This design comes from an exercise in tuning for small area, a short achievable clock period and few clock cycles per item on the open sky130 flow, not from production work. In this exercise RTL edits were held to simulation tests only and were not proved equivalent to the original. Power figures rest on the tool's default switching activity, not on a simulated workload.

## config.mk

```make
export PLATFORM = sky130hd
export DESIGN_NAME = touch_edge_suppression_filter_core
export DESIGN_NICKNAME = touch_edge_suppression_filter_core
export VERILOG_FILES = /design/flow/design.v
export SDC_FILE = /design/flow/constraint.sdc
export NUM_CORES = 4
export LEC_CHECK = 0
export ABC_CLOCK_PERIOD_IN_PS = 3000
export CAP_MARGIN = 20
export CORE_MARGIN = 2
export CORE_UTILIZATION = 40
export PLACE_DENSITY = 0.6
export SETUP_SLACK_MARGIN = 1.6
export SLEW_MARGIN = 20
```

## constraint.sdc

```tcl
create_clock -name core_clock -period 5.0 [get_ports {clock}]
set_input_delay 1.0000 -clock core_clock [delete_from_list [all_inputs] [get_ports {clock}]]
set_output_delay 1.0000 -clock core_clock [all_outputs]
set_load 0.01 [all_outputs]
```

## design.v

```verilog
`default_nettype none
module touch_edge_suppression_filter_core (
   input  wire logic        clock,
   input  wire logic        reset,
   input  wire logic        req_valid,
   output logic             req_ready,
   input  wire logic        req_operation,
   input  wire logic [3:0]  req_finger,
   input  wire logic [15:0] req_pos_x,
   input  wire logic [15:0] req_pos_y,
   input  wire logic [15:0] req_major_axis,
   input  wire logic [15:0] req_touch_pressure,
   output logic             rsp_valid,
   input  wire logic        rsp_ready,
   output logic             rsp_suppressed,
   output logic [3:0]       rsp_out_finger,
   output logic [15:0]      rsp_out_x,
   output logic [15:0]      rsp_out_y,
   output logic [15:0]      rsp_out_major,
   output logic [15:0]      rsp_out_pressure,
   input  wire logic        csr_valid,
   output logic             csr_ready,
   input  wire logic [2:0]  csr_index,
   input  wire logic [15:0] csr_data
);
   localparam int F = 10;
   logic [15:0] ew_ff, eh_ff, sw_ff, sh_ff;
   logic [7:0]  mt_ff;
   logic signed [17:0] swe_ff, she_ff;    
   always_ff @(posedge clock) begin
      if (reset) begin
         ew_ff <= '0; eh_ff <= '0; mt_ff <= '0; sw_ff <= '1; sh_ff <= '1;
      end else if (csr_valid) begin
         case (csr_index)
            3'd0: ew_ff <= csr_data;
            3'd1: eh_ff <= csr_data;
            3'd2: mt_ff <= csr_data[7:0];
            3'd3: sw_ff <= csr_data;
            3'd4: sh_ff <= csr_data;
            default: ;
         endcase
      end
   end
   logic signed [17:0] sw_s, sh_s, ew_s, eh_s;
   assign sw_s = {2'b0, sw_ff};
   assign sh_s = {2'b0, sh_ff};
   assign ew_s = {2'b0, ew_ff};
   assign eh_s = {2'b0, eh_ff};
   always_ff @(posedge clock) begin
      swe_ff <= sw_s - ew_s;
      she_ff <= sh_s - eh_s;
   end
   assign csr_ready = 1'b1;
   logic [63:0]  so_ff [F];    
   logic [63:0]  sn_ff [F];
   logic [1:0]   cnt_ff [F];
   logic [F-1:0] rel_ff;
   logic        s_valid, s_op;
   logic [3:0]  s_f;
   logic [63:0] s_p;
   logic        q1_valid, q1_op;
   logic [3:0]  q1_f;
   logic [F-1:0] q1_oh, q2_oh, e_oh;    
   logic [63:0] q1_p;
   logic [15:0] q1_ox, q1_oy, q1_nx, q1_ny;
   logic        q2_valid, q2_op, q2_zone;
   logic [3:0]  q2_f;
   logic [63:0] q2_p;
   logic [15:0] q2_ax1, q2_ay1, q2_ax2, q2_ay2;    
   logic        q2_nx1, q2_ny1, q2_nx2, q2_ny2;    
   logic [17:0] q2_dx3, q2_dy3;
   logic        e_valid, e_op, e_zone, e_mov, e_res, e_agf, e_rel;
   logic [1:0]  e_cnt;
   logic [3:0]  e_f;
   logic [63:0] e_p;
   logic [15:0] e_a1, e_b1, e_a2, e_b2;
   logic [3:0]  e_ma1, e_mb1, e_ma2, e_mb2;    
   logic        rspv_ff, rsp_sup_ff;
   logic [3:0]  rsp_f_ff;
   logic [63:0] rsp_d_ff;
   logic e_fire, e_in, q2_in, q1_in;
   assign e_in   = !e_valid || e_fire;
   assign q2_in  = !q2_valid || e_in;
   assign q1_in  = !q1_valid || q2_in;
   assign req_ready = !s_valid;
   logic        a_valid, a_op;
   logic [3:0]  a_f;
   logic [63:0] a_p;
   assign a_valid = s_valid || req_valid;
   assign a_op    = s_valid ? s_op : req_operation;
   assign a_f     = s_valid ? s_f  : req_finger;
   assign a_p     = s_valid ? s_p  : {req_pos_x, req_pos_y, req_major_axis, req_touch_pressure};
   always_ff @(posedge clock) begin
      if (reset) s_valid <= 1'b0;
      else if (q1_in) s_valid <= 1'b0;
      else if (req_valid && !s_valid) s_valid <= 1'b1;
      if (!s_valid) begin
         s_op <= req_operation;
         s_f  <= req_finger;
         s_p  <= {req_pos_x, req_pos_y, req_major_axis, req_touch_pressure};
      end
   end
   logic [15:0] a_ox, a_oy, a_nx, a_ny, r_ox, r_oy, r_nx, r_ny;
   logic        m1, m2, m3;
   logic [F-1:0] a_oh;
   always_comb begin
      for (int i = 0; i < F; i++) a_oh[i] = (a_f == 4'(i));
   end
   always_comb begin
      r_ox = '0; r_oy = '0; r_nx = '0; r_ny = '0;
      for (int i = 0; i < F; i++) begin
         if (a_oh[i]) begin
            r_ox = so_ff[i][63:48]; r_oy = so_ff[i][47:32];
            r_nx = sn_ff[i][63:48]; r_ny = sn_ff[i][47:32];
         end
      end
   end
   assign m1 = q1_valid && (q1_f == a_f);
   assign m2 = q2_valid && (q2_f == a_f);
   assign m3 = e_valid  && (e_f  == a_f);
   always_comb begin
      if (m1)      begin a_nx = q1_p[63:48]; a_ny = q1_p[47:32]; end
      else if (m2) begin a_nx = q2_p[63:48]; a_ny = q2_p[47:32]; end
      else if (m3) begin a_nx = e_p[63:48];  a_ny = e_p[47:32];  end
      else         begin a_nx = r_nx;        a_ny = r_ny;        end
      if (m1) begin
         if (m2)      begin a_ox = q2_p[63:48]; a_oy = q2_p[47:32]; end
         else if (m3) begin a_ox = e_p[63:48];  a_oy = e_p[47:32];  end
         else         begin a_ox = r_nx;        a_oy = r_ny;        end
      end else if (m2) begin
         if (m3)      begin a_ox = e_p[63:48];  a_oy = e_p[47:32];  end
         else         begin a_ox = r_nx;        a_oy = r_ny;        end
      end else if (m3) begin a_ox = r_nx; a_oy = r_ny; end
      else             begin a_ox = r_ox; a_oy = r_oy; end
   end
   always_ff @(posedge clock) begin
      if (reset) q1_valid <= 1'b0;
      else if (q1_in) q1_valid <= a_valid;
      if (q1_in) begin
         q1_op <= a_op;
         q1_f  <= a_f;
         q1_oh <= a_oh;
         q1_p  <= a_p;
         q1_ox <= a_ox; q1_oy <= a_oy; q1_nx <= a_nx; q1_ny <= a_ny;
      end
   end
   function automatic logic [16:0] absdiff(input logic [15:0] a, input logic [15:0] b);
      logic [16:0] p, n;
      p = {1'b0, a} - {1'b0, b};
      n = {1'b0, b} - {1'b0, a};
      absdiff = p[16] ? {1'b1, n[15:0]} : {1'b0, p[15:0]};
   endfunction
   logic [16:0] ad_x1, ad_y1, ad_x2, ad_y2;
   logic [15:0] qx, qy;
   assign qx = q1_p[63:48];
   assign qy = q1_p[47:32];
   assign ad_x1 = absdiff(q1_nx, q1_ox);
   assign ad_y1 = absdiff(q1_ny, q1_oy);
   assign ad_x2 = absdiff(qx, q1_ox);
   assign ad_y2 = absdiff(qy, q1_oy);
   logic signed [17:0] dx3, dy3, sqx, sqy;
   assign sqx = {2'b0, qx};
   assign sqy = {2'b0, qy};
   assign dx3 = sqx - {2'b0, q1_nx};
   assign dy3 = sqy - {2'b0, q1_ny};
   logic q1_zone;
   assign q1_zone = ((qx < ew_ff) || (swe_ff < sqx)) && (she_ff < sqy);
   always_ff @(posedge clock) begin
      if (reset) q2_valid <= 1'b0;
      else if (q2_in) q2_valid <= q1_valid;
      if (q2_in) begin
         q2_op   <= q1_op;
         q2_f    <= q1_f;
         q2_oh   <= q1_oh;
         q2_p    <= q1_p;
         q2_zone <= q1_zone;
         {q2_nx1, q2_ax1} <= ad_x1;
         {q2_ny1, q2_ay1} <= ad_y1;
         {q2_nx2, q2_ax2} <= ad_x2;
         {q2_ny2, q2_ay2} <= ad_y2;
         q2_dx3 <= dx3; q2_dy3 <= dy3;
      end
   end
   function automatic logic gt_l(input logic [17:0] d, input logic [7:0] l);
      gt_l = !d[17] && ((|d[16:8]) || (d[7:0] > l));
   endfunction
   function automatic logic lt_nl(input logic [17:0] d, input logic [7:0] l);
      logic [17:0] nd;
      nd = ~d;        
      lt_nl = d[17] && ((|nd[16:8]) || (nd[7:0] >= l));
   endfunction
   function automatic logic mag_gt(input logic [15:0] m, input logic [7:0] l);
      mag_gt = (|m[15:8]) || (m[7:0] > l);
   endfunction
   logic p1, n1, p3, n3;
   assign p1 = (!q2_nx1 && mag_gt(q2_ax1, mt_ff)) || (!q2_ny1 && mag_gt(q2_ay1, mt_ff));
   assign n1 = ( q2_nx1 && mag_gt(q2_ax1, mt_ff)) || ( q2_ny1 && mag_gt(q2_ay1, mt_ff));
   assign p3 = gt_l(q2_dx3, mt_ff) || gt_l(q2_dy3, mt_ff);
   assign n3 = lt_nl(q2_dx3, mt_ff) || lt_nl(q2_dy3, mt_ff);
   logic q2_mov, q2_res, q2_agf, zx1, zx2, z1, z2, sg1, sg2;
   assign q2_mov = (p1 && p3) || (n1 && n3);
   assign zx1 = (q2_ax1 == '0);
   assign zx2 = (q2_ax2 == '0);
   assign z1  = (q2_ay1 < q2_ax1);
   assign z2  = (q2_ay2 < q2_ax2);
   assign sg1 = q2_ny1 ^ q2_nx1;
   assign sg2 = q2_ny2 ^ q2_nx2;
   always_comb begin
      q2_res = 1'b1;
      q2_agf = 1'b0;
      if (zx1 && zx2) q2_agf = 1'b1;
      else if (zx1) q2_agf = z2;
      else if (zx2) q2_agf = z1;
      else if (z1 && z2) q2_agf = 1'b1;
      else if (z1 || z2) q2_agf = 1'b0;
      else if (sg1 != sg2) q2_agf = 1'b0;
      else q2_res = 1'b0;
   end
   logic [1:0] q2_cnt, nx_cnt;
   logic       q2_rel, nx_rel, q2_fwd;
   always_comb begin
      q2_cnt = '0; q2_rel = 1'b0;
      for (int i = 0; i < F; i++) begin
         if (q2_oh[i]) begin
            q2_cnt = q2_cnt | cnt_ff[i]; q2_rel = q2_rel | rel_ff[i];
         end
      end
   end
   assign q2_fwd = e_valid && (e_f == q2_f);
   function automatic logic [3:0] msb16(input logic [15:0] v);
      msb16 = '0;
      for (int i = 0; i < 16; i++) if (v[i]) msb16 = 4'(i);
   endfunction
   always_ff @(posedge clock) begin
      if (reset) e_valid <= 1'b0;
      else if (e_in) e_valid <= q2_valid;
      if (e_in) begin
         e_op   <= q2_op;
         e_f    <= q2_f;
         e_oh   <= q2_oh;
         e_cnt  <= q2_fwd ? nx_cnt : q2_cnt;
         e_rel  <= q2_fwd ? nx_rel : q2_rel;
         e_p    <= q2_p;
         e_zone <= q2_zone;
         e_mov  <= q2_mov;
         e_res  <= q2_res;
         e_agf  <= q2_agf;
         e_ma1  <= msb16(q2_ay1);
         e_mb1  <= msb16(q2_ax1);
         e_ma2  <= msb16(q2_ay2);
         e_mb2  <= msb16(q2_ax2);
         e_a1   <= q2_ay1;
         e_b1   <= q2_ax1;
         e_a2   <= q2_ay2;
         e_b2   <= q2_ax2;
      end
   end
   logic        e_vf;
   logic [63:0] e_old;
   always_comb begin
      e_old = '0;
      for (int i = 0; i < F; i++) begin
         if (e_oh[i] && e_cnt == 2'd2) e_old = e_old | so_ff[i];
         if (e_oh[i] && e_cnt != 2'd2) e_old = e_old | sn_ff[i];
      end
   end
   assign e_vf = |e_oh;
   logic check, full, slope, agree, hold, need_wait, rsp_ok;
   logic d_busy, d_done, d_agree, d_fin, d_agree_c;
   assign check     = e_vf && !e_op && !e_rel;
   assign full      = (e_cnt == 2'd2);
   assign slope     = check && e_zone && full && e_mov;
   assign agree     = e_res ? e_agf : d_agree_c;
   assign hold      = check && e_zone && !(slope && agree);
   assign need_wait = slope && !e_res && !d_fin;
   assign rsp_ok    = !rspv_ff || rsp_ready;
   assign e_fire    = e_valid && !need_wait && rsp_ok;
   always_comb begin
      nx_cnt = e_cnt; nx_rel = e_rel;
      if (e_op) begin
         nx_cnt = '0; nx_rel = 1'b0;
      end else if (!e_rel) begin
         if (hold) nx_cnt = (e_cnt == 2'd2) ? 2'd2 : e_cnt + 2'd1;
         else begin
            nx_cnt = '0; nx_rel = 1'b1;
         end
      end
   end
   always_ff @(posedge clock) begin
      if (reset) begin
         rel_ff <= '0;
         for (int i = 0; i < F; i++) cnt_ff[i] <= '0;
      end else if (e_fire) begin
         for (int i = 0; i < F; i++) begin
            if (e_oh[i]) begin
               cnt_ff[i] <= nx_cnt; rel_ff[i] <= nx_rel;
            end
         end
      end
   end
   always_ff @(posedge clock) begin
      for (int i = 0; i < F; i++) begin
         if (e_fire && hold && e_oh[i]) begin
            so_ff[i] <= sn_ff[i];
            sn_ff[i] <= e_p;
         end
      end
   end
   always_ff @(posedge clock) begin
      if (reset) rspv_ff <= 1'b0;
      else if (e_fire && !e_op) rspv_ff <= 1'b1;
      else if (rsp_ready) rspv_ff <= 1'b0;
      if (e_fire && !e_op) begin
         rsp_sup_ff <= hold;
         rsp_f_ff   <= e_f;
         if (hold) rsp_d_ff <= '0;
         else if (check && e_cnt != 2'd0) rsp_d_ff <= e_old;
         else rsp_d_ff <= e_p;
      end
   end
   assign rsp_valid = rspv_ff;
   assign rsp_suppressed = rsp_sup_ff;
   assign rsp_out_finger = rsp_f_ff;
   assign {rsp_out_x, rsp_out_y, rsp_out_major, rsp_out_pressure} = rsp_d_ff;
   logic [15:0] d1, d2;                
   logic signed [17:0] r1, r2;         
   logic [4:0]  d_n;                   
   logic        d_have;                
   logic [31:0] ws1, ws2;
   logic signed [17:0] r1s, r2s, b1s, b2s, r1n, r2n;
   logic        done_now, agree_now;
   logic [3:0]  k1, k2, e_kk;
   logic        e_far;
   assign k1 = e_ma1 - e_mb1;
   assign k2 = e_ma2 - e_mb2;
   assign e_kk  = (k1 > k2) ? k1 : k2;
   assign e_far = (k1 > k2) ? (k1 - k2 > 4'd1) : (k2 - k1 > 4'd1);
   assign ws1 = {16'b0, e_a1} << (4'd15 - e_kk);
   assign ws2 = {16'b0, e_a2} << (4'd15 - e_kk);
   assign b1s = {2'b0, e_b1};
   assign b2s = {2'b0, e_b2};
   assign r1s = {r1[16:0], d1[15]};
   assign r2s = {r2[16:0], d2[15]};
   assign r1n = r1[17] ? r1s + b1s : r1s - b1s;
   assign r2n = r2[17] ? r2s + b2s : r2s - b2s;
   assign done_now  = d_busy && ((d_have && (r1[17] != r2[17])) || d_n == '0);
   assign agree_now = (r1[17] == r2[17]);
   assign d_fin     = d_done || done_now;
   assign d_agree_c = d_done ? d_agree : agree_now;
   always_ff @(posedge clock) begin
      if (reset || e_fire) begin
         d_busy <= 1'b0;
         d_done <= 1'b0;
         d_agree <= 1'b0;
      end else if (e_valid && slope && !e_res && !d_busy && !d_done) begin
         if (e_far) begin
            d_done <= 1'b1;
            d_agree <= 1'b0;
         end else begin
            d_busy <= 1'b1;
            d_have <= 1'b0;
            r1  <= {2'b0, ws1[31:16]};
            r2  <= {2'b0, ws2[31:16]};
            d1  <= ws1[15:0];
            d2  <= ws2[15:0];
            d_n <= {1'b0, e_kk} + 5'd1;
         end
      end else if (d_busy) begin
         if (done_now) begin
            d_busy <= 1'b0; d_done <= 1'b1; d_agree <= agree_now;
         end else begin
            r1 <= r1n; r2 <= r2n;
            d1 <= {d1[14:0], 1'b0};
            d2 <= {d2[14:0], 1'b0};
            d_n <= d_n - 5'd1;
            d_have <= 1'b1;
         end
      end
   end
endmodule
`default_nettype wire
```

## run.sh

```bash
#!/bin/bash
# synth_recipe.tcl (not shown) runs the flow's synth.tcl, then flattens the netlist and writes it again
# the make line also repeats each setting of config.mk as NAME=value (left out here)
make -C /OpenROAD-flow-scripts/flow DESIGN_CONFIG=/design/flow/config.mk WORK_HOME=/design/flow/orfs CLKGATE_MAP_FILE= SYNTH_SCRIPT=/design/flow/synth_recipe.tcl finish
```

==> results of run 1 <==
## layer usage
metal  global-route usage  vias to the layer above  wire, um  share of wire
met3               0.0636                     1004     40500           0.11
li1                     -                    30200         -              -
met1                0.387                    36000    145000           0.40
met4                0.118                       14     18400          0.051
met5                    0                        -       131        0.00037
met2                0.414                     4902    155000           0.43
## area by class of cell
type	instances	area, um^2
Tap cell	3202	4010
Fill cell	20800	126000
Timing Repair Buffer	750	7620
Multi-Input combinational cell	4542	35700
Clock inverter	156	1980
Sequential cell	2127	61700
Inverter	305	1200
Timing Repair inverter	4	36.3
Clock buffer	255	5620
Antenna cell	7	17.5
## how the worst max path moves through the flow
stage / startpoint / to / slack (ns) / cells after the start
global placement: req_finger[2] / q1_ox[9] / 0.51 / 12
finish: e_ma1[0] / d2[13] / 1.05 / 17
detailed placement: req_finger[2] / q1_ox[14] / 0.39 / 12
global route: e_ma1[0] / d2[13] / 0.92 / 17
floorplan: e_ma1[0] / d1[0] / -0.20 / 13
CTS: e_ma1[0] / d1[8] / 1.13 / 17
## per-stage QoR
step	hold WS [ns]	instance area, um^2	TNS [ns]	setup WS, ns
2_1_floorplan	0.400	98300	-44.00	-0.205
3_3_place_gp	0.400	106000	0	0.511
3_5_place_dp	0.405	106000	0	0.385
4_1_cts	0.416	116000	0	1.13
5_1_grt	0.417	118000	0	0.922
6_report	0.411	118000	0	1.05
## sequential cells by signal, summed over array words and instances, names as in the netlist, 18 cells and up
signal    flops
e_p          64
s_p          64
q2_p         64
q1_p         64
so_ff       640
r2           18
rsp_d_ff     64
sn_ff       640
cnt_ff       20
r1           18
## power groups by stage
stage	clock, W	sequential [W]	combinational (W)
3_5_place_dp	0	0.0224	0.0166
6_report	0.0172	0.0222	0.0270
2_1_floorplan	0	0.0217	0.0119
3_3_place_gp	0	0.0224	0.0164
5_1_grt	0.0181	0.0223	0.0284
4_1_cts	0.0174	0.0221	0.0225
## synth_stat cells, types with 13 or more instances
| library cell | n |
|---|---|
| sky130_fd_sc_hd__and3_1 | 43 |
| sky130_fd_sc_hd__nor3_1 | 120 |
| sky130_fd_sc_hd__buf_1 | 43 |
| sky130_fd_sc_hd__nand3b_1 | 45 |
| sky130_fd_sc_hd__a22oi_1 | 194 |
| sky130_fd_sc_hd__o21a_1 | 40 |
| sky130_fd_sc_hd__edfxtp_1 | 1914 |
| sky130_fd_sc_hd__a221oi_1 | 238 |
| sky130_fd_sc_hd__inv_1 | 293 |
| sky130_fd_sc_hd__xor2_1 | 92 |
| sky130_fd_sc_hd__or3_1 | 18 |
| sky130_fd_sc_hd__xnor2_1 | 97 |
| sky130_fd_sc_hd__o221ai_1 | 21 |
| sky130_fd_sc_hd__a22o_1 | 216 |
| sky130_fd_sc_hd__and2_1 | 24 |
| sky130_fd_sc_hd__nand4_1 | 88 |
| sky130_fd_sc_hd__a211o_1 | 15 |
| sky130_fd_sc_hd__a211oi_1 | 58 |
| sky130_fd_sc_hd__a222oi_1 | 94 |
| sky130_fd_sc_hd__fa_1 | 18 |
| sky130_fd_sc_hd__mux2_2 | 299 |
| sky130_fd_sc_hd__nand3_1 | 142 |
| sky130_fd_sc_hd__o211ai_1 | 37 |
| sky130_fd_sc_hd__a221o_1 | 17 |
| sky130_fd_sc_hd__nor2_1 | 320 |
| sky130_fd_sc_hd__a31oi_1 | 55 |
| sky130_fd_sc_hd__nand2b_1 | 43 |
| sky130_fd_sc_hd__mux2i_1 | 137 |
| sky130_fd_sc_hd__o21ai_0 | 239 |
| sky130_fd_sc_hd__o21bai_1 | 38 |
| sky130_fd_sc_hd__dfxtp_1 | 213 |
| sky130_fd_sc_hd__o31ai_1 | 24 |
| sky130_fd_sc_hd__nor4_1 | 33 |
| sky130_fd_sc_hd__a21o_1 | 109 |
| sky130_fd_sc_hd__nand2_1 | 491 |
| sky130_fd_sc_hd__o2bb2ai_1 | 13 |
| sky130_fd_sc_hd__ha_1 | 365 |
| sky130_fd_sc_hd__o21ai_1 | 13 |
| sky130_fd_sc_hd__buf_2 | 71 |
| sky130_fd_sc_hd__o41ai_1 | 18 |
| sky130_fd_sc_hd__o22ai_1 | 102 |
| sky130_fd_sc_hd__a21boi_0 | 14 |
| sky130_fd_sc_hd__nor2b_1 | 51 |
| sky130_fd_sc_hd__clkbuf_1 | 277 |
| sky130_fd_sc_hd__a21oi_1 | 364 |
## critical path, stage by stage (launching register included)
cell	delay (ns)
sky130_fd_sc_hd__edfxtp_1	0.36
sky130_fd_sc_hd__inv_1	0.07
sky130_fd_sc_hd__ha_2	0.17
sky130_fd_sc_hd__inv_2	0.04
sky130_fd_sc_hd__fa_2	0.54
sky130_fd_sc_hd__inv_2	0.06
sky130_fd_sc_hd__fa_2	0.35
sky130_fd_sc_hd__and2b_2	0.26
sky130_fd_sc_hd__o21ai_4	0.09
sky130_fd_sc_hd__a21o_4	0.26
sky130_fd_sc_hd__a21oi_4	0.25
sky130_fd_sc_hd__buf_4	0.16
sky130_fd_sc_hd__buf_6	0.11
sky130_fd_sc_hd__inv_8	0.04
sky130_fd_sc_hd__mux4_2	0.47
sky130_fd_sc_hd__mux2i_2	0.21
sky130_fd_sc_hd__mux2_4	0.19
sky130_fd_sc_hd__o21ai_2	0.05
## cells by family after synthesis
| group | Yosys count | share of synthesized area |
|---|---|---|
| flops | 2127 | 0.630 |
| compound gates | 2035 | 0.150 |
| simple gates | 1479 | 0.0721 |
| buf+inv | 716 | 0.0295 |
| mux | 451 | 0.0517 |
| fa+ha+maj | 383 | 0.0502 |
| xor+xnor | 189 | 0.0169 |
| other cells | 1 | 0.0000382 |
## timing repair
| item | 4_1_cts | 5_1_grt |
|---|---|---|
| setup buffers | 139 | 97 |
| cloned | 22 | 3 |
| hold endpoints to repair | 0 | 0 |
| pin swaps | 70 | 67 |
| endpoints found under the setup margin | 2105 | 627 |
| gates resized for setup | 272 | 249 |
==> flow_summary.toml, run 1 <==
[clocking]
root_buffer = "sky130_fd_sc_hd__clkbuf_16"
clkSinkCount = 2127
numCtsBuffers = 217
clkLatencyLatePin_ns = 0.94
worst_setup_hold_path_clk_slew_ns = 0.06
cts_tree = "done"
cts.htree.levels = 4
holdBufCountCts = 0
clock_tree.buffer_depth = 3

[grt]
grt_start_max_net_pins = 82
groute.usage.overall = 0.277
antenna_found_initial = 22
grt_pass1_vias = 68600
global_route_wire_length_before_repair_um = 503000
globalRouteOverflowTotal = 0

[logic_synthesis]
mappedNetlistNets = 7857
post_synth_num_cell_types = 105
yosysWarnings = 4
synth-edff-count = 1914
synth.top_cells.by_area = "sky130_fd_sc_hd__edfxtp_1 (59%), sky130_fd_sc_hd__ha_1 (4.7%), sky130_fd_sc_hd__dfxtp_1 (4.3%), sky130_fd_sc_hd__mux2_2 (3.4%), sky130_fd_sc_hd__a221oi_1 (2.1%)"
netlist.area_leader.share = 0.586
post_synth_instance_area_um2 = 98100
synth.ff_latch_count = 2127
asyncSetResetFlopFracSynth = 0
postSynth.topFlopCell = "sky130_fd_sc_hd__edfxtp_1"
post_synth_inst_count = 7381
synth_area_per_cell_um2 = 13.3
ys_seq_area_frac = 0.630
synth.largest_area_cell = "sky130_fd_sc_hd__edfxtp_1"

[outcome]
outcome = "finished clean"

[critical_path]
cp-start-kind = "flip-flop"
rr_startpoint = "e_ma1[0]"
r2r_slack_ns = 1.05
critical_path_required_ns = 5.61
critical_path.max_fanout = 6
endpoint_kind = "flip-flop"
reg2regPathDepth = 17
worst_r2r_endpoint = "d2[13]"
worst_ep_arrival_time_ns = 4.56
crit_type = "reg -> reg"

[routing]
avgRoutedWirePerCell_um = 31.6
firstDrtPassIters = 9
route.antenna.remaining_nets = 0
drt_wl_total_um = 359000
detail_route.drc_violations = 0
detailroute.via_count = 72100
drt_iter0_drc = 10700
viasPerCell = 6.35

[power]
p_switching_w = 0.0230
pwr-share-clk = 0.259
vdd_ir_drop_max_mv = 1.35
leakage_power_nw = 41.8
power_w = 0.0664
switching_share = 0.347
power_per_cell_area_nw_per_um2 = 563
pwr-share-seq = 0.334
power.combinational.fraction = 0.406
internal_power_w = 0.0434

[cells_and_area]
final_cell_mix = "sky130_fd_sc_hd__edfxtp_1 (1914), sky130_fd_sc_hd__nand2_1 (470), sky130_fd_sc_hd__buf_4 (442)"
mostFrequentLayoutCell = "sky130_fd_sc_hd__edfxtp_1"
instances_no_fill = 11300
utilization = 0.484
layout-drive-gt1-share = 0.204
layout-area-overhead-vs-synth_pct = 20.3
finish.net_count = 8423

[placed_design]
post-dp-hpwl_um = 236000
io_buffers = 163
finalWeightedCongestion = 0.964
dpl.cell_count = 10700

[timing]
report.final.hold_viol_count = 0
timing.final.setup_violations = 0
slew_headroom = 0.309
tightest_pin_transition_ns = 1.03
report.final.slew_viol_count = 0
fmaxAchievable_mhz = 253
final.min_clock_period_ns = 3.95
grt_setup_unrepaired = "true"
period_share = 0.789
finClkSkew_ns = 0.100

[flow_run]
max-cap-violations = 0

[hold_path]
worst_hold_path_type = "reg -> reg"
min_from = "q1_p[18]"
whs_path_depth = 0
worstHoldEndpoint = "q2_p[18]"

[floorplan]
initial_core_utilization = 0.403
design.portCount = 165
design.core.area_um2 = 243000
die_outline_area_um2 = 249000
die_height_um = 499
fp-row-count = 181
die_w_um = 499
Testbench counts, summed over its fixed seeds: cycles 12,978, items 12,020.
==> run 2, diff against run 1 <==
--- a/design.v
+++ b/design.v
@@ -61,5 +61,5 @@
    logic        q1_valid, q1_op;
    logic [3:0]  q1_f;
-   logic [F-1:0] q1_oh, q2_oh, e_oh;    
+   logic [F-1:0] e_oh;    
    logic [63:0] q1_p;
    logic [15:0] q1_ox, q1_oy, q1_nx, q1_ny;
@@ -69,5 +69,5 @@
    logic [15:0] q2_ax1, q2_ay1, q2_ax2, q2_ay2;    
    logic        q2_nx1, q2_ny1, q2_nx2, q2_ny2;    
-   logic [17:0] q2_dx3, q2_dy3;
+   logic [10:0] q2_dx3, q2_dy3;
    logic        e_valid, e_op, e_zone, e_mov, e_res, e_agf, e_rel;
    logic [1:0]  e_cnt;
@@ -75,5 +75,7 @@
    logic [63:0] e_p;
    logic [15:0] e_a1, e_b1, e_a2, e_b2;
-   logic [3:0]  e_ma1, e_mb1, e_ma2, e_mb2;    
+   logic [31:0] ws1, ws2;           
+   logic        d_load, d_step;     
+   logic [3:0]  e_k1, e_k2;    
    logic        rspv_ff, rsp_sup_ff;
    logic [3:0]  rsp_f_ff;
@@ -140,5 +142,4 @@
          q1_op <= a_op;
          q1_f  <= a_f;
-         q1_oh <= a_oh;
          q1_p  <= a_p;
          q1_ox <= a_ox; q1_oy <= a_oy; q1_nx <= a_nx; q1_ny <= a_ny;
@@ -164,4 +165,7 @@
    assign dx3 = sqx - {2'b0, q1_nx};
    assign dy3 = sqy - {2'b0, q1_ny};
+   function automatic logic [10:0] pack3(input logic [17:0] d);
+      pack3 = {d[17], |d[16:8], ~&d[16:8], d[7:0]};
+   endfunction
    logic q1_zone;
    assign q1_zone = ((qx < ew_ff) || (swe_ff < sqx)) && (she_ff < sqy);
@@ -172,5 +176,4 @@
          q2_op   <= q1_op;
          q2_f    <= q1_f;
-         q2_oh   <= q1_oh;
          q2_p    <= q1_p;
          q2_zone <= q1_zone;
@@ -179,14 +182,14 @@
          {q2_nx2, q2_ax2} <= ad_x2;
          {q2_ny2, q2_ay2} <= ad_y2;
-         q2_dx3 <= dx3; q2_dy3 <= dy3;
+         q2_dx3 <= pack3(dx3); q2_dy3 <= pack3(dy3);
       end
    end
-   function automatic logic gt_l(input logic [17:0] d, input logic [7:0] l);
-      gt_l = !d[17] && ((|d[16:8]) || (d[7:0] > l));
+   function automatic logic gt_l(input logic [10:0] d, input logic [7:0] l);
+      gt_l = !d[10] && (d[9] || (d[7:0] > l));
    endfunction
-   function automatic logic lt_nl(input logic [17:0] d, input logic [7:0] l);
-      logic [17:0] nd;
-      nd = ~d;        
-      lt_nl = d[17] && ((|nd[16:8]) || (nd[7:0] >= l));
+   function automatic logic lt_nl(input logic [10:0] d, input logic [7:0] l);
+      logic [7:0] nd;
+      nd = ~d[7:0];   
+      lt_nl = d[10] && (d[8] || (nd >= l));
    endfunction
    function automatic logic mag_gt(input logic [15:0] m, input logic [7:0] l);
@@ -219,4 +222,8 @@
    logic [1:0] q2_cnt, nx_cnt;
    logic       q2_rel, nx_rel, q2_fwd;
+   logic [F-1:0] q2_oh;
+   always_comb begin
+      for (int i = 0; i < F; i++) q2_oh[i] = (q2_f == 4'(i));
+   end
    always_comb begin
       q2_cnt = '0; q2_rel = 1'b0;
@@ -246,13 +253,19 @@
          e_res  <= q2_res;
          e_agf  <= q2_agf;
-         e_ma1  <= msb16(q2_ay1);
-         e_mb1  <= msb16(q2_ax1);
-         e_ma2  <= msb16(q2_ay2);
-         e_mb2  <= msb16(q2_ax2);
-         e_a1   <= q2_ay1;
+         e_k1   <= msb16(q2_ay1) - msb16(q2_ax1);
+         e_k2   <= msb16(q2_ay2) - msb16(q2_ax2);
          e_b1   <= q2_ax1;
-         e_a2   <= q2_ay2;
          e_b2   <= q2_ax2;
       end
+      if (e_in) begin
+         e_a1 <= q2_ay1;
+         e_a2 <= q2_ay2;
+      end else if (d_load) begin
+         e_a1 <= ws1[15:0];
+         e_a2 <= ws2[15:0];
+      end else if (d_step) begin
+         e_a1 <= {e_a1[14:0], 1'b0};
+         e_a2 <= {e_a2[14:0], 1'b0};
+      end
    end
    logic        e_vf;
@@ -323,25 +336,23 @@
    assign rsp_out_finger = rsp_f_ff;
    assign {rsp_out_x, rsp_out_y, rsp_out_major, rsp_out_pressure} = rsp_d_ff;
-   logic [15:0] d1, d2;                
    logic signed [17:0] r1, r2;         
    logic [4:0]  d_n;                   
    logic        d_have;                
-   logic [31:0] ws1, ws2;
    logic signed [17:0] r1s, r2s, b1s, b2s, r1n, r2n;
    logic        done_now, agree_now;
-   logic [3:0]  k1, k2, e_kk;
+   logic [3:0]  e_kk;
    logic        e_far;
-   assign k1 = e_ma1 - e_mb1;
-   assign k2 = e_ma2 - e_mb2;
-   assign e_kk  = (k1 > k2) ? k1 : k2;
-   assign e_far = (k1 > k2) ? (k1 - k2 > 4'd1) : (k2 - k1 > 4'd1);
+   assign e_kk  = (e_k1 > e_k2) ? e_k1 : e_k2;
+   assign e_far = (e_k1 > e_k2) ? (e_k1 - e_k2 > 4'd1) : (e_k2 - e_k1 > 4'd1);
    assign ws1 = {16'b0, e_a1} << (4'd15 - e_kk);
    assign ws2 = {16'b0, e_a2} << (4'd15 - e_kk);
    assign b1s = {2'b0, e_b1};
    assign b2s = {2'b0, e_b2};
-   assign r1s = {r1[16:0], d1[15]};
-   assign r2s = {r2[16:0], d2[15]};
+   assign r1s = {r1[16:0], e_a1[15]};
+   assign r2s = {r2[16:0], e_a2[15]};
    assign r1n = r1[17] ? r1s + b1s : r1s - b1s;
    assign r2n = r2[17] ? r2s + b2s : r2s - b2s;
+   assign d_load    = e_valid && slope && !e_res && !d_busy && !d_done && !e_far;
+   assign d_step    = d_busy && !done_now;
    assign done_now  = d_busy && ((d_have && (r1[17] != r2[17])) || d_n == '0);
    assign agree_now = (r1[17] == r2[17]);
@@ -362,6 +373,4 @@
             r1  <= {2'b0, ws1[31:16]};
             r2  <= {2'b0, ws2[31:16]};
-            d1  <= ws1[15:0];
-            d2  <= ws2[15:0];
             d_n <= {1'b0, e_kk} + 5'd1;
          end
@@ -371,6 +380,4 @@
          end else begin
             r1 <= r1n; r2 <= r2n;
-            d1 <= {d1[14:0], 1'b0};
-            d2 <= {d2[14:0], 1'b0};
             d_n <= d_n - 5'd1;
             d_have <= 1'b1;
--- a/config.mk
+++ b/config.mk
@@ -9,6 +9,6 @@
 export CAP_MARGIN = 20
 export CORE_MARGIN = 2
-export CORE_UTILIZATION = 40
-export PLACE_DENSITY = 0.6
-export SETUP_SLACK_MARGIN = 1.6
+export CORE_UTILIZATION = 60
+export PLACE_DENSITY = 0.72
+export SETUP_SLACK_MARGIN = 1.7
 export SLEW_MARGIN = 20
==> run 2 against run 1 <==
Via count increased by 2.5%. Combinational power shrank 45%. Area after synthesis shrank 0.97%. Clock-buffer cell count grew 15. Critical endpoint is now e_a2[15]. Critical path type unchanged. Worst hold slack better by 0.00087 ns. Still clean.
==> flow_summary.toml, run 2 <==
[outcome]
outcome = "finished clean"

[floorplan]
initial_core_utilization = 0.605
fp-row-count = 147
design.portCount = 165
die_outline_area_um2 = 165000
die_height_um = 406
design.core.area_um2 = 161000
die_w_um = 406

[timing]
report.final.hold_viol_count = 0
final.min_clock_period_ns = 3.50
tightest_pin_transition_ns = 1.08
timing.final.setup_violations = 0
slew_headroom = 0.277
finClkSkew_ns = 0.0662
fin_tns_setup_ns = 0
report.final.slew_viol_count = 0
period_share = 0.700
grt_setup_unrepaired = "true"
fmaxAchievable_mhz = 286

[placed_design]
io_buffers = 163
post-dp-hpwl_um = 218000
dpl.cell_count = 9632
finalWeightedCongestion = 1.02

[grt]
grt_start_max_net_pins = 86
global_route_wire_length_before_repair_um = 483000
grt.met2_usage = 0.584
layer_with_the_highest_usage_after_global_routing = "met2"
groute.usage.overall = 0.405
globalRouteOverflowTotal = 0
grt_pass1_vias = 69200
grt.met3_usage = 0.120
antenna_found_initial = 14
use_met1 = 0.570

[logic_synthesis]
ys_seq_area_frac = 0.613
synth-edff-count = 1842
asyncSetResetFlopFracSynth = 0
synth.ff_latch_count = 2055
synth_area_per_cell_um2 = 13.0
mappedNetlistNets = 7937
post_synth_instance_area_um2 = 97100
yosysMostFrequentCell = "sky130_fd_sc_hd__edfxtp_1"
post_synth_num_cell_types = 104
postSynth.topFlopCell = "sky130_fd_sc_hd__edfxtp_1"
synth.largest_area_cell = "sky130_fd_sc_hd__edfxtp_1"
yosysWarnings = 4
synth.top_cells.by_area = "sky130_fd_sc_hd__edfxtp_1 (57%), sky130_fd_sc_hd__ha_1 (4.7%), sky130_fd_sc_hd__dfxtp_1 (4.4%), sky130_fd_sc_hd__mux2_2 (4.2%), sky130_fd_sc_hd__a221oi_1 (2.1%)"
netlist.area_leader.share = 0.570
post_synth_inst_count = 7462
synth.cells.most_frequent = "sky130_fd_sc_hd__edfxtp_1 (1842), sky130_fd_sc_hd__nand2_1 (517), sky130_fd_sc_hd__nor2_1 (430)"

[critical_path]
worst_ep_arrival_time_ns = 4.11
critical_path.max_fanout = 7
cpPeakStageDelay_ns = 0.48
critical_path_required_ns = 5.61
endpoint_kind = "flip-flop"
crit_type = "reg -> reg"
cp-start-kind = "flip-flop"
slowest_stage = "sky130_fd_sc_hd__mux4_2"
r2r_slack_ns = 1.50
critical_path_cell_by_cell = "inv_1 -> ha_2 -> fa_2 -> nor2b_1 -> o21a_1 -> o21a_4 -> mux2i_4 -> bufinv_16 -> mux4_2 -> mux2_4 -> nor2_1 -> nor3_1 -> a221o_1"

[routing]
firstDrtPassIters = 13
drt_iter0_drc = 12700
route.antenna.remaining_nets = 0
viasPerCell = 7.11
detail_route.drc_violations = 0
avgRoutedWirePerCell_um = 33.4
drt_wl_total_um = 346000
detailroute.via_count = 73900

[cells_and_area]
finish.net_count = 8514
layout-drive-gt1-share = 0.221
mostFrequentLayoutCell = "sky130_fd_sc_hd__edfxtp_1"
utilization = 0.720
reg_top3 = "sn_ff: 640 flops, so_ff: 640 flops"
final_cell_mix = "sky130_fd_sc_hd__edfxtp_1 (1842), sky130_fd_sc_hd__nand2_1 (507), sky130_fd_sc_hd__buf_4 (468)"
layout-area-overhead-vs-synth_pct = 19.1
instances_no_fill = 10400

[power]
vdd_ir_drop_max_mv = 0.502
leakage_power_nw = 41.7
power_per_cell_area_nw_per_um2 = 449

[clocking]
cts_tree = "done"
worst_setup_hold_path_clk_slew_ns = 0.06
clock_tree.buffer_depth = 3
numCtsBuffers = 202
root_buffer = "sky130_fd_sc_hd__clkbuf_16"
clkLatencyLatePin_ns = 0.86
cts.htree.levels = 4
clkSinkCount = 2055

[flow_run]
max-cap-violations = 0

[hold_path]
worst_hold_path_type = "reg -> reg"
==> run 2: changes by cell type after synthesis, moves of 26 or more <==
cell / before / now
sky130_fd_sc_hd__a21oi_1: 364 / 396
sky130_fd_sc_hd__a222oi_1: 94 / 66
sky130_fd_sc_hd__a22o_1: 216 / 175
sky130_fd_sc_hd__clkbuf_1: 277 / 318
sky130_fd_sc_hd__edfxtp_1: 1914 / 1842
sky130_fd_sc_hd__mux2_2: 299 / 360
sky130_fd_sc_hd__mux2i_1: 137 / 111
sky130_fd_sc_hd__nand2_1: 491 / 517
sky130_fd_sc_hd__nand3_1: 142 / 81
sky130_fd_sc_hd__nor2_1: 320 / 430
sky130_fd_sc_hd__o211ai_1: 37 / 70
==> run 2: logic make-up after synthesis <==
group,after synthesis,synth area share
DFF,2055,0.613
AOI/OAI and AO/OA,1986,0.147
and+or+nand+nor,1568,0.0750
buffers and inverters,753,0.0315
muxes,521,0.0650
adders and majority gates,382,0.0506
xor gates and xnor gates,196,0.0177
other,1,0.0000386
==> run 2: worst paths after layout <==
| path | from | end | cells past startpoint |
|---|---|---|---|
| worst max-delay path | e_k1[0] | e_a2[15] | 13 |
| worst min-delay path | q2_p[3] | e_p[3] | 0 |
| worst max register to register | e_k1[0] | e_a2[15] | 13 |
| worst min register to register | q2_p[3] | e_p[3] | 0 |
==> run 2: worst max-delay path, delay by kind of cell (launching register included) <==
kind,cells,cell delay (ns)
buf+inv,2,0.30
mux,3,1.14
compound gates,3,0.60
fa+ha+maj,2,0.53
simple gates,3,0.30
flops,1,0.37
==> run 2: metal layers <==
metal / vias to the layer above / part of all wire
met5: - / 0.00022
met4: 6 / 0.053
met3: 1177 / 0.15
met2: 5925 / 0.43
met1: 36500 / 0.37
li1: 30300 / -
==> run 2: layout make-up <==
cell class | instances | area [um^2]
timing repair inverter | 4 | 38.8
inverter | 318 | 1300
clock buffer | 270 | 5540
timing repair buffer | 784 | 7960
multi-input combinational | 4674 | 37200
sequential | 2055 | 59600
clock inverter | 110 | 1290
antenna | 6 | 15.0
fill | 10700 | 44900
tap | 2160 | 2700
==> run 2: per-stage QoR <==
stage                     setup WS (ns)  instance area [um^2]  total power [W]  hold slack [ns]
after CTS                          1.58                113000           0.0494            0.414
final                              1.50                116000           0.0519            0.412
after detailed placement          0.193                103000           0.0320            0.405
after floorplan                    1.20                 97200           0.0286            0.400
after global placement            0.272                103000           0.0318            0.401
after global routing               1.40                116000           0.0535            0.427
==> run 2: power by group <==
group | internal (W) | switching, W | total, W
registers | 0.0198 | 0.00144 | 0.0213
clock network | 0.00892 | 0.00681 | 0.0157
logic | 0.00694 | 0.00798 | 0.0149
==> run 2: repair_timing <==
action | CTS | global route
resized for setup | 306 | 359
pin swaps | 72 | 146
buffers inserted | 175 | 145
hold buffers | 0 | 0
setup endpoints to repair | 2082 | 1541
cloned | 31 | 12
Testbench counts of run 2, summed over its fixed seeds: cycles 12,978, items 12,020.
==> run 3, diff against run 2 <==
--- a/design.v
+++ b/design.v
@@ -56,7 +56,4 @@
    logic [1:0]   cnt_ff [F];
    logic [F-1:0] rel_ff;
-   logic        s_valid, s_op;
-   logic [3:0]  s_f;
-   logic [63:0] s_p;
    logic        q1_valid, q1_op;
    logic [3:0]  q1_f;
@@ -71,4 +68,6 @@
    logic [10:0] q2_dx3, q2_dy3;
    logic        e_valid, e_op, e_zone, e_mov, e_res, e_agf, e_rel;
+   logic        e_blk;     
+   logic        fin_ff;    
    logic [1:0]  e_cnt;
    logic [3:0]  e_f;
@@ -85,22 +84,12 @@
    assign q2_in  = !q2_valid || e_in;
    assign q1_in  = !q1_valid || q2_in;
-   assign req_ready = !s_valid;
+   assign req_ready = q1_in && !csr_valid;
    logic        a_valid, a_op;
    logic [3:0]  a_f;
    logic [63:0] a_p;
-   assign a_valid = s_valid || req_valid;
-   assign a_op    = s_valid ? s_op : req_operation;
-   assign a_f     = s_valid ? s_f  : req_finger;
-   assign a_p     = s_valid ? s_p  : {req_pos_x, req_pos_y, req_major_axis, req_touch_pressure};
-   always_ff @(posedge clock) begin
-      if (reset) s_valid <= 1'b0;
-      else if (q1_in) s_valid <= 1'b0;
-      else if (req_valid && !s_valid) s_valid <= 1'b1;
-      if (!s_valid) begin
-         s_op <= req_operation;
-         s_f  <= req_finger;
-         s_p  <= {req_pos_x, req_pos_y, req_major_axis, req_touch_pressure};
-      end
-   end
+   assign a_valid = req_valid && !csr_valid;
+   assign a_op    = req_operation;
+   assign a_f     = req_finger;
+   assign a_p     = {req_pos_x, req_pos_y, req_major_axis, req_touch_pressure};
    logic [15:0] a_ox, a_oy, a_nx, a_ny, r_ox, r_oy, r_nx, r_ny;
    logic        m1, m2, m3;
@@ -146,9 +135,52 @@
       end
    end
+   function automatic logic [17:0] add18(input logic [17:0] a, input logic [17:0] b,
+                                        input logic cin);
+      logic [17:0] g, p, gg, pp;
+      g = a & b;
+      p = a ^ b;
+      g[0] = g[0] | (p[0] & cin);    
+      gg = g; pp = p;
+      for (int l = 0; l < 5; l++) begin
+         logic [17:0] ng, np;
+         ng = gg; np = pp;
+         for (int i = 0; i < 18; i++) begin
+            if (((i >> l) & 1) == 1) begin
+               ng[i] = gg[i] | (pp[i] & gg[((i >> l) << l) - 1]);
+               np[i] = pp[i] & pp[((i >> l) << l) - 1];
+            end
+         end
+         gg = ng; pp = np;
+      end
+      add18[0] = p[0] ^ cin;
+      for (int i = 1; i < 18; i++) add18[i] = p[i] ^ gg[i-1];
+   endfunction
    function automatic logic [16:0] absdiff(input logic [15:0] a, input logic [15:0] b);
-      logic [16:0] p, n;
-      p = {1'b0, a} - {1'b0, b};
-      n = {1'b0, b} - {1'b0, a};
-      absdiff = p[16] ? {1'b1, n[15:0]} : {1'b0, p[15:0]};
+      logic [15:0] g, p, gg, pp, s0, s1;
+      logic        gt;
+      for (int i = 0; i < 16; i++) begin
+         g[i] = a[i] & ~b[i];
+         p[i] = a[i] ^ ~b[i];
+      end
+      gg = g; pp = p;
+      for (int l = 0; l < 4; l++) begin
+         logic [15:0] ng, np;
+         ng = gg; np = pp;
+         for (int i = 0; i < 16; i++) begin
+            if (((i >> l) & 1) == 1) begin
+               ng[i] = gg[i] | (pp[i] & gg[((i >> l) << l) - 1]);
+               np[i] = pp[i] & pp[((i >> l) << l) - 1];
+            end
+         end
+         gg = ng; pp = np;
+      end
+      s0[0] = p[0];
+      s1[0] = ~p[0];
+      for (int i = 1; i < 16; i++) begin
+         s0[i] = p[i] ^ gg[i-1];
+         s1[i] = p[i] ^ (gg[i-1] | pp[i-1]);
+      end
+      gt = gg[15];
+      absdiff = gt ? {1'b0, s1} : {1'b1, ~s0};
    endfunction
    logic [16:0] ad_x1, ad_y1, ad_x2, ad_y2;
@@ -163,6 +195,6 @@
    assign sqx = {2'b0, qx};
    assign sqy = {2'b0, qy};
-   assign dx3 = sqx - {2'b0, q1_nx};
-   assign dy3 = sqy - {2'b0, q1_ny};
+   assign dx3 = add18(sqx, ~{2'b0, q1_nx}, 1'b1);
+   assign dy3 = add18(sqy, ~{2'b0, q1_ny}, 1'b1);
    function automatic logic [10:0] pack3(input logic [17:0] d);
       pack3 = {d[17], |d[16:8], ~&d[16:8], d[7:0]};
@@ -193,4 +225,8 @@
       lt_nl = d[10] && (d[8] || (nd >= l));
    endfunction
+   function automatic logic [3:0] msb16(input logic [15:0] v);
+      msb16 = '0;
+      for (int i = 0; i < 16; i++) if (v[i]) msb16 = 4'(i);
+   endfunction
    function automatic logic mag_gt(input logic [15:0] m, input logic [7:0] l);
       mag_gt = (|m[15:8]) || (m[7:0] > l);
@@ -201,5 +237,10 @@
    assign p3 = gt_l(q2_dx3, mt_ff) || gt_l(q2_dy3, mt_ff);
    assign n3 = lt_nl(q2_dx3, mt_ff) || lt_nl(q2_dy3, mt_ff);
-   logic q2_mov, q2_res, q2_agf, zx1, zx2, z1, z2, sg1, sg2;
+   logic q2_mov, q2_res, q2_agf, zx1, zx2, z1, z2, sg1, sg2, o1, o2;
+   assign o1 = ({1'b0, q2_ay1} < {q2_ax1, 1'b0});
+   assign o2 = ({1'b0, q2_ay2} < {q2_ax2, 1'b0});
+   logic [3:0] q2_k1, q2_k2;
+   assign q2_k1  = msb16(q2_ay1) - msb16(q2_ax1);
+   assign q2_k2  = msb16(q2_ay2) - msb16(q2_ax2);
    assign q2_mov = (p1 && p3) || (n1 && n3);
    assign zx1 = (q2_ax1 == '0);
@@ -218,4 +259,6 @@
       else if (z1 || z2) q2_agf = 1'b0;
       else if (sg1 != sg2) q2_agf = 1'b0;
+      else if (o1 && o2) q2_agf = 1'b1;       
+      else if (o1 || o2) q2_agf = 1'b0;
       else q2_res = 1'b0;
    end
@@ -235,8 +278,8 @@
    end
    assign q2_fwd = e_valid && (e_f == q2_f);
-   function automatic logic [3:0] msb16(input logic [15:0] v);
-      msb16 = '0;
-      for (int i = 0; i < 16; i++) if (v[i]) msb16 = 4'(i);
-   endfunction
+   logic [1:0] q2_cnt_n;
+   logic       q2_rel_n;
+   assign q2_cnt_n = q2_fwd ? nx_cnt : q2_cnt;
+   assign q2_rel_n = q2_fwd ? nx_rel : q2_rel;
    always_ff @(posedge clock) begin
       if (reset) e_valid <= 1'b0;
@@ -246,6 +289,8 @@
          e_f    <= q2_f;
          e_oh   <= q2_oh;
-         e_cnt  <= q2_fwd ? nx_cnt : q2_cnt;
-         e_rel  <= q2_fwd ? nx_rel : q2_rel;
+         e_cnt  <= q2_cnt_n;
+         e_rel  <= q2_rel_n;
+         e_blk  <= (q2_f < 4'd10) && !q2_op && !q2_rel_n && q2_zone && (q2_cnt_n == 2'd2)
+                   && q2_mov && !q2_res;
          e_p    <= q2_p;
          e_zone <= q2_zone;
@@ -253,6 +298,6 @@
          e_res  <= q2_res;
          e_agf  <= q2_agf;
-         e_k1   <= msb16(q2_ay1) - msb16(q2_ax1);
-         e_k2   <= msb16(q2_ay2) - msb16(q2_ax2);
+         e_k1   <= q2_k1;
+         e_k2   <= q2_k2;
          e_b1   <= q2_ax1;
          e_b2   <= q2_ax2;
@@ -286,5 +331,5 @@
    assign agree     = e_res ? e_agf : d_agree_c;
    assign hold      = check && e_zone && !(slope && agree);
-   assign need_wait = slope && !e_res && !d_fin;
+   assign need_wait = e_blk && !fin_ff;       
    assign rsp_ok    = !rspv_ff || rsp_ready;
    assign e_fire    = e_valid && !need_wait && rsp_ok;
@@ -351,6 +396,6 @@
    assign r1s = {r1[16:0], e_a1[15]};
    assign r2s = {r2[16:0], e_a2[15]};
-   assign r1n = r1[17] ? r1s + b1s : r1s - b1s;
-   assign r2n = r2[17] ? r2s + b2s : r2s - b2s;
+   assign r1n = add18(r1s, r1[17] ? b1s : ~b1s, !r1[17]);
+   assign r2n = add18(r2s, r2[17] ? b2s : ~b2s, !r2[17]);
    assign d_load    = e_valid && slope && !e_res && !d_busy && !d_done && !e_far;
    assign d_step    = d_busy && !done_now;
@@ -360,19 +405,26 @@
    assign d_agree_c = d_done ? d_agree : agree_now;
    always_ff @(posedge clock) begin
+      if (reset || e_fire) fin_ff <= 1'b0;
+      else if (d_load) fin_ff <= 1'b0;
+      else if (e_valid && slope && !e_res && !d_busy && !d_done) fin_ff <= 1'b1;    
+      else if (d_busy) begin
+         if (done_now) fin_ff <= 1'b1;
+         else fin_ff <= (d_n == 5'd1);
+      end
+   end
+   always_ff @(posedge clock) begin
       if (reset || e_fire) begin
          d_busy <= 1'b0;
          d_done <= 1'b0;
          d_agree <= 1'b0;
-      end else if (e_valid && slope && !e_res && !d_busy && !d_done) begin
-         if (e_far) begin
-            d_done <= 1'b1;
-            d_agree <= 1'b0;
-         end else begin
-            d_busy <= 1'b1;
-            d_have <= 1'b0;
-            r1  <= {2'b0, ws1[31:16]};
-            r2  <= {2'b0, ws2[31:16]};
-            d_n <= {1'b0, e_kk} + 5'd1;
-         end
+      end else if (e_valid && slope && !e_res && !d_busy && !d_done && e_far) begin
+         d_done <= 1'b1;
+         d_agree <= 1'b0;
+      end else if (d_load) begin
+         d_busy <= 1'b1;
+         d_have <= 1'b0;
+         r1  <= {2'b0, ws1[31:16]};
+         r2  <= {2'b0, ws2[31:16]};
+         d_n <= {1'b0, e_kk} + 5'd1;
       end else if (d_busy) begin
          if (done_now) begin
==> run 3 against run 2 <==
Still clean on timing, DRC and antenna. Clock power fell by 6%. Clock-buffer cell count decreased by 27. Register-to-register slack improved by 0.06 ns. Setup slack improved by 0.064 ns. Sequential share of layout area up 2.9 points. Sequential power fell by 3%. Sequential cell count down 68. Synthesized cell count shrank 7.3%. Critical path depth unchanged. Die area shrank 5.5%. First-iteration DRC count is 8.5% lower. Largest power group unchanged. Highest routed layer unchanged.
==> flow_summary.toml, run 3 <==
[outcome]
outcome = "finished clean"

[critical_path]
critical_path_cell_by_cell = "ha_4 -> fa_2 -> nor2b_4 -> o311a_4 -> buf_6 -> mux2i_4 -> buf_12 -> buf_6 -> mux2i_4 -> mux2i_4 -> mux2_2 -> a221oi_2 -> a21oi_1"
cpPeakStageDelay_ns = 0.49
critical_path.n_buffers_inverters = 3
crit_path_frequent_cell = "sky130_fd_sc_hd__mux2i_4"
endpoint_kind = "flip-flop"
slowest_stage = "sky130_fd_sc_hd__edfxtp_1"
critical_path.max_fanout = 8
critical_path.top_delay_family = "multiplexers"
worst_ep_arrival_time_ns = 4.01
crit_type = "reg -> reg"
critical_path_required_ns = 5.58
cp-start-kind = "flip-flop"

[floorplan]
design.core.area_um2 = 152000
die_outline_area_um2 = 156000
design.portCount = 165
fp-row-count = 143
initial_core_utilization = 0.604
die_height_um = 395
die_w_um = 395

[grt]
globalRouteOverflowTotal = 0
grt_start_max_net_pins = 103
antenna_found_initial = 16
global_route_wire_length_before_repair_um = 428000
groute.usage.overall = 0.372
grt_pass1_vias = 64200
layer_with_the_highest_usage_after_global_routing = "met2"
use_met1 = 0.528
grt.met3_usage = 0.0984
grt.met2_usage = 0.542

[placed_design]
post-dp-hpwl_um = 189000
dpl.cell_count = 8956
finalWeightedCongestion = 0.973
io_buffers = 163
dp_worst_setup_slack_ns = 0.707

[clocking]
clkSinkCount = 1987
clock_tree.buffer_depth = 3
root_buffer = "sky130_fd_sc_hd__clkbuf_16"
numCtsBuffers = 197
worst_setup_hold_path_clk_slew_ns = 0.06
holdBufCountCts = 0
clkLatencyLatePin_ns = 0.86
cts_tree = "done"
cts.htree.levels = 4

[logic_synthesis]
yosysMostFrequentCell = "sky130_fd_sc_hd__edfxtp_1"
postSynth.topFlopCell = "sky130_fd_sc_hd__edfxtp_1"
netlist.area_leader.share = 0.603
synth.top_cells.by_area = "sky130_fd_sc_hd__edfxtp_1 (60%), sky130_fd_sc_hd__ha_1 (4.5%), sky130_fd_sc_hd__mux2_2 (3.3%), sky130_fd_sc_hd__dfxtp_1 (3.1%), sky130_fd_sc_hd__a21oi_1 (2.1%)"
post_synth_instance_area_um2 = 91700
post_synth_inst_count = 6917
synth.largest_area_cell = "sky130_fd_sc_hd__edfxtp_1"
synth.ff_latch_count = 1987
yosysWarnings = 4
synth_area_per_cell_um2 = 13.3
synth.cells.most_frequent = "sky130_fd_sc_hd__edfxtp_1 (1843), sky130_fd_sc_hd__nand2_1 (476), sky130_fd_sc_hd__a21oi_1 (385)"
ys_seq_area_frac = 0.635
post_synth_num_cell_types = 88
asyncSetResetFlopFracSynth = 0
mappedNetlistNets = 7378
synth-edff-count = 1843

[timing]
fin_tns_setup_ns = 0
finClkSkew_ns = 0.0647
worst_case_setup_margin_in_the_final_layout_ns = 1.57
grt_setup_unrepaired = "true"
period_share = 0.687
final.min_clock_period_ns = 3.43
timing.final.setup_violations = 0
fmaxAchievable_mhz = 291
slew_headroom = 0.242
report.final.slew_viol_count = 0
tightest_pin_transition_ns = 1.14
report.final.hold_viol_count = 0

[power]
leakage_power_nw = 37.7
power_per_cell_area_nw_per_um2 = 463
vdd_ir_drop_max_mv = 0.587

[cells_and_area]
reg_top3 = "sn_ff: 640 flops, so_ff: 640 flops"
finish.net_count = 7773
instances_no_fill = 9525
mostFrequentLayoutCell = "sky130_fd_sc_hd__edfxtp_1"
final_cell_mix = "sky130_fd_sc_hd__edfxtp_1 (1843), sky130_fd_sc_hd__nand2_1 (457), sky130_fd_sc_hd__a21oi_1 (357)"
layout-area-overhead-vs-synth_pct = 16.7
layout-drive-gt1-share = 0.175

[routing]
detailroute.via_count = 67300
detail_route.drc_violations = 0
avgRoutedWirePerCell_um = 31.6
firstDrtPassIters = 13
drt_wl_total_um = 301000
viasPerCell = 7.07
route.antenna.remaining_nets = 0
drt_iter0_drc = 11600

[hold_path]
worst_hold_path_type = "reg -> reg"

[flow_run]
max-cap-violations = 0
run 3: cell count changes after synthesis, sizes merged, moves of 36 or more:
cell / change
nor2: -54
nand2: -41
mux2: -95
ha: -36
dfxtp: -69
a21o: -65
a22oi: +55
run 3: final timing paths:
path | startpoint | slack (ns) | to | depth (start not counted)
hold / removal | q2_p[23] | 0.42 | e_p[23] | 0
hold reg to reg | q2_p[23] | 0.42 | e_p[23] | 0
setup reg to reg | e_k2[0] | 1.57 | r2[4] | 13
setup / recovery | e_k2[0] | 1.57 | r2[4] | 13
run 3: logic make-up (layout without fill, tap and decap cells):
group | count (synthesis) | count (layout) | synth area share
mux | 386 | 386 | 0.0478
simple gates | 1459 | 1461 | 0.0752
xor+xnor | 189 | 189 | 0.0180
fa+ha+maj | 368 | 368 | 0.0535
compound gates | 1841 | 1848 | 0.142
flops | 1987 | 1987 | 0.635
other cells | 1 | 13 | 0.0000409
buf+inv | 686 | 1243 | 0.0289
run 3: final cells by class:
cell class                 instances  area [um^2]
antenna                           12         30.0
clock buffer                     243         5140
clock inverter                   127         1280
fill                           10100        44800
inverter                         302         1190
multi-input combinational       4253        32900
sequential                      1987        58200
tap                             2030         2540
timing repair buffer             567         5760
timing repair inverter             4         38.8
run 3: what timing repair did:
| item | 4_1_cts | 5_1_grt |
|---|---|---|
| setup buffers | 82 | 82 |
| pin swaps | 28 | 97 |
| gates cloned | 12 | 10 |
| setup endpoints to repair | 1558 | 411 |
| resized for setup | 157 | 243 |
run 3: layer usage:
metal  part of all wire  up-vias
met5            0.00037        -
met4              0.056       12
met3               0.14     1090
met2               0.43     5482
met1               0.37    32900
li1                   -    27900
run 3: where the power goes:
group,leakage [nW],internal (W),switching (W),total (W)
clock,3.14,0.00830,0.00655,0.0148
combinational,16.1,0.00625,0.00783,0.0141
sequential,18.5,0.0192,0.00135,0.0206
run 3: stage by stage:
step	util	hold slack, ns	total power [W]	area [um^2]
2_1_floorplan	-	0.400	0.0273	91900
3_3_place_gp	0.639	0.401	0.0307	97100
5_1_grt	0.705	0.420	0.0511	107000
6_report	0.705	0.416	0.0495	107000
4_1_cts	0.692	0.417	0.0472	105000
3_5_place_dp	0.639	0.405	0.0308	97100
Testbench counts of run 3, summed over its fixed seeds: cycles 12,717, items 12,020.
==> run 4, diff against run 3 <==
--- a/config.mk
+++ b/config.mk
@@ -10,4 +10,6 @@
 export CORE_MARGIN = 2
 export CORE_UTILIZATION = 60
+export CTS_BUF_LIST = sky130_fd_sc_hd__clkbuf_4 sky130_fd_sc_hd__clkbuf_8
+export CTS_CLUSTER_SIZE = 30
 export PLACE_DENSITY = 0.72
 export SETUP_SLACK_MARGIN = 1.7
==> run 4 against run 3 <==
Sequential cell count unchanged. Largest power group unchanged. Highest routed layer unchanged. Still clean on timing, DRC and antenna. First-iteration DRC count down 4.6%. Synthesized cell count unchanged. Register-to-register slack about the same.
==> flow_summary.toml, run 4 <==
[routing]
firstDrtPassIters = 8
drt_wl_total_um = 301000
viasPerCell = 6.97
route.antenna.remaining_nets = 0
avgRoutedWirePerCell_um = 31.0
detail_route.drc_violations = 0
detailroute.via_count = 67600
drt_iter0_drc = 11100

[timing]
slew_headroom = 0.230
timing.final.setup_violations = 0
final.min_clock_period_ns = 3.44
grt_setup_unrepaired = "true"
report.final.hold_viol_count = 0
finClkSkew_ns = 0.0902
report.final.slew_viol_count = 0
period_share = 0.689
fin_tns_setup_ns = 0
fmaxAchievable_mhz = 290
worst_case_setup_margin_in_the_final_layout_ns = 1.56
tightest_pin_transition_ns = 1.15

[placed_design]
dp_worst_setup_slack_ns = 0.707
post-dp-hpwl_um = 189000
finalWeightedCongestion = 0.973
io_buffers = 163
postPlaceCellArea_um2 = 97100

[clocking]
holdBufCountCts = 0
cts.htree.levels = 5
clkLatencyLatePin_ns = 1.06
clock_tree.buffer_depth = 4
cts_tree = "done"
worst_setup_hold_path_clk_slew_ns = 0.07
clkSinkCount = 1987
numCtsBuffers = 334
root_buffer = "sky130_fd_sc_hd__clkbuf_8"

[logic_synthesis]
asyncSetResetFlopFracSynth = 0
yosysMostFrequentCell = "sky130_fd_sc_hd__edfxtp_1"
synth.top_cells.by_area = "sky130_fd_sc_hd__edfxtp_1 (60%), sky130_fd_sc_hd__ha_1 (4.5%), sky130_fd_sc_hd__mux2_2 (3.3%), sky130_fd_sc_hd__dfxtp_1 (3.1%), sky130_fd_sc_hd__a21oi_1 (2.1%)"
mappedNetlistNets = 7378
netlist.area_leader.share = 0.603
yosysWarnings = 4
synth.largest_area_cell = "sky130_fd_sc_hd__edfxtp_1"
post_synth_num_cell_types = 88
synth.ff_latch_count = 1987
post_synth_instance_area_um2 = 91700
ys_seq_area_frac = 0.635
synth.cells.most_frequent = "sky130_fd_sc_hd__edfxtp_1 (1843), sky130_fd_sc_hd__nand2_1 (476), sky130_fd_sc_hd__a21oi_1 (385)"
synth-edff-count = 1843
post_synth_inst_count = 6917
synth_area_per_cell_um2 = 13.3
postSynth.topFlopCell = "sky130_fd_sc_hd__edfxtp_1"

[floorplan]
die_outline_area_um2 = 156000
initial_core_utilization = 0.604
design.portCount = 165
die_w_um = 395
fp-row-count = 143
die_height_um = 395
design.core.area_um2 = 152000

[critical_path]
crit_type = "reg -> reg"
critical_path.top_delay_family = "multiplexers"
critical_path_required_ns = 5.77
critical_path_cell_by_cell = "ha_4 -> fa_2 -> nor2b_4 -> o311a_4 -> buf_6 -> mux2i_4 -> buf_12 -> buf_12 -> mux2i_4 -> mux2i_2 -> mux2_4 -> a221oi_2 -> a21oi_1"
rr_startpoint = "e_k2[0]"
reg2regPathDepth = 13
r2r_slack_ns = 1.56
cp-start-kind = "flip-flop"
endpoint_kind = "flip-flop"
critical_path.max_fanout = 6
worst_ep_arrival_time_ns = 4.21
cpPeakStageDelay_ns = 0.45
worst_r2r_endpoint = "e_a1[10]"
slowest_stage = "sky130_fd_sc_hd__edfxtp_1"
critical_path.n_buffers_inverters = 3

[grt]
grt_start_max_net_pins = 103
global_route_wire_length_before_repair_um = 427000
grt.met3_usage = 0.113
grt.met2_usage = 0.536
grt_pass1_vias = 64700
antenna_found_initial = 17
groute.usage.overall = 0.372
layer_with_the_highest_usage_after_global_routing = "met2"
globalRouteOverflowTotal = 0
use_met1 = 0.522

[cells_and_area]
layout-area-overhead-vs-synth_pct = 16.4
postLayoutCellArea_um2 = 107000
layout-drive-gt1-share = 0.194
finish.net_count = 7889
reg_top3 = "sn_ff: 640 flops, so_ff: 640 flops"
layout_filler_cell_count = 10200
mostFrequentLayoutCell = "sky130_fd_sc_hd__edfxtp_1"
final_cell_mix = "sky130_fd_sc_hd__edfxtp_1 (1843), sky130_fd_sc_hd__nand2_1 (458), sky130_fd_sc_hd__a21oi_1 (361)"

[hold_path]
worst_hold_path_type = "reg -> reg"
min_from = "q2_p[5]"
whs_path_depth = 0
worstHoldEndpoint = "e_p[5]"

[flow_run]
max-cap-violations = 0

[power]
leakage_power_nw = 37.8
vdd_ir_drop_max_mv = 0.540
power_per_cell_area_nw_per_um2 = 456

[outcome]
outcome = "finished clean"
## run 4: report_power, final
| part | internal, W | switching (W) |
|---|---|---|
| registers | 0.0193 | 0.00135 |
| clock network | 0.00762 | 0.00645 |
| logic | 0.00616 | 0.00781 |
| total | 0.0330 | 0.0156 |
## run 4: per-stage QoR
stage	total power, W	util	hold WS (ns)	cells
6_report	0.0487	0.703	0.378	9702
5_1_grt	0.0503	0.702	0.382	9692
4_1_cts	0.0459	0.689	0.328	9596
3_5_place_dp	0.0308	0.639	0.405	8956
3_3_place_gp	0.0307	0.639	0.401	8956
2_1_floorplan	0.0273	-	0.400	6917
## run 4: final cells by class
cell class / instances / area [um^2] / area share
flip-flops and latches: 1987 / 58200 / 0.546
multi-input cells: 4253 / 32800 / 0.307
repair buffers: 544 / 5590 / 0.0524
clock buffers: 444 / 5540 / 0.0519
well taps: 2030 / 2540 / 0.0238
inverters: 302 / 1190 / 0.0111
clock inverters: 122 / 779 / 0.00730
repair inverters: 6 / 66.3 / 0.000621
diodes: 14 / 35.0 / 0.000328
## run 4: logic make-up (layout without fill, tap and decap cells)
group                      count (synthesis)  after routing  share of synthesized area
and+or+nand+nor                         1459           1460                     0.0752
buffers and inverters                    686           1418                     0.0289
muxes                                    386            386                     0.0478
other                                      1             15                  0.0000409
adders and majority gates                368            368                     0.0535
AOI/OAI and AO/OA                       1841           1849                      0.142
xor gates and xnor gates                 189            189                     0.0180
DFF                                     1987           1987                      0.635
## run 4: routing by layer
layer / part of all wire / wire [um] / vias up
li1: - / - / 28100
met1: 0.37 / 113000 / 33000
met2: 0.42 / 128000 / 5456
met3: 0.15 / 44700 / 1014
met4: 0.053 / 15900 / 6
met5: 0.00016 / 48 / -
## run 4: timing repair
action,4_1_cts,5_1_grt
pin swaps,20,85
gates cloned,6,19
buffers inserted,68,72
setup endpoints to repair,1522,300
resized for setup,126,258
## run 4: worst max path at each step
stage | start | endpoint | cells past startpoint
5_1_grt | e_k2[0] | e_a1[10] | 13
2_1_floorplan | rsp_ready | sn_ff[4][0] | 6
3_3_place_gp | req_finger[3] | q1_ox[14] | 8
4_1_cts | e_k2[0] | r2[4] | 13
3_5_place_dp | req_finger[3] | q1_ox[14] | 8
6_report | e_k2[0] | e_a1[10] | 13
## run 4: worst reg2reg max path, stage by stage (launching register included)
cell and delay [ns]:
sky130_fd_sc_hd__edfxtp_1 0.45, sky130_fd_sc_hd__ha_4 0.20, sky130_fd_sc_hd__fa_2 0.42, sky130_fd_sc_hd__nor2b_4 0.14, sky130_fd_sc_hd__o311a_4 0.22, sky130_fd_sc_hd__buf_6 0.13
sky130_fd_sc_hd__mux2i_4 0.27, sky130_fd_sc_hd__buf_12 0.18, sky130_fd_sc_hd__buf_12 0.15, sky130_fd_sc_hd__mux2i_4 0.28, sky130_fd_sc_hd__mux2i_2 0.13, sky130_fd_sc_hd__mux2_4 0.30
sky130_fd_sc_hd__a221oi_2 0.28, sky130_fd_sc_hd__a21oi_1 0.08

[static timing again, ports no longer ideal]
The results above use ideal ports. As a check the final layouts listed here were re-extracted and re-timed, cells and wires unchanged. Step 1: set_driving_cell puts a clkbuf_16 on clock and a buf_2 on each other input, an assumption about the parent block. Step 2 times the ports against the registers' clock, not the clock port: input delays grow and output delays shrink by t, the midpoint of the rising clock arrivals with the driver on. a / b / c = no drivers / after step 1 / after step 2; a / b = the first two.
run | t, ns | setup slack, ns | latest minus earliest clock arrival (ns) | pins driven straight from the clock port
run 1 | 0.976 | 1.054 / 1.054 / 0.518 | 0.111 / 0.111 | 1
run 2 | 0.922 | 1.502 / 1.502 / 0.863 | 0.069 / 0.070 | 1
run 3 | 0.915 | 1.565 / 1.565 / 0.703 | 0.071 / 0.071 | 1
run 4 | 1.083 | 1.556 / 1.556 / 0.657 | 0.121 / 0.121 | 1
After both steps setup and hold are still met in every run listed. The setup slack of run 4, which loses most, moves by 0.000 ns with the drivers and by -0.899 ns with both steps.
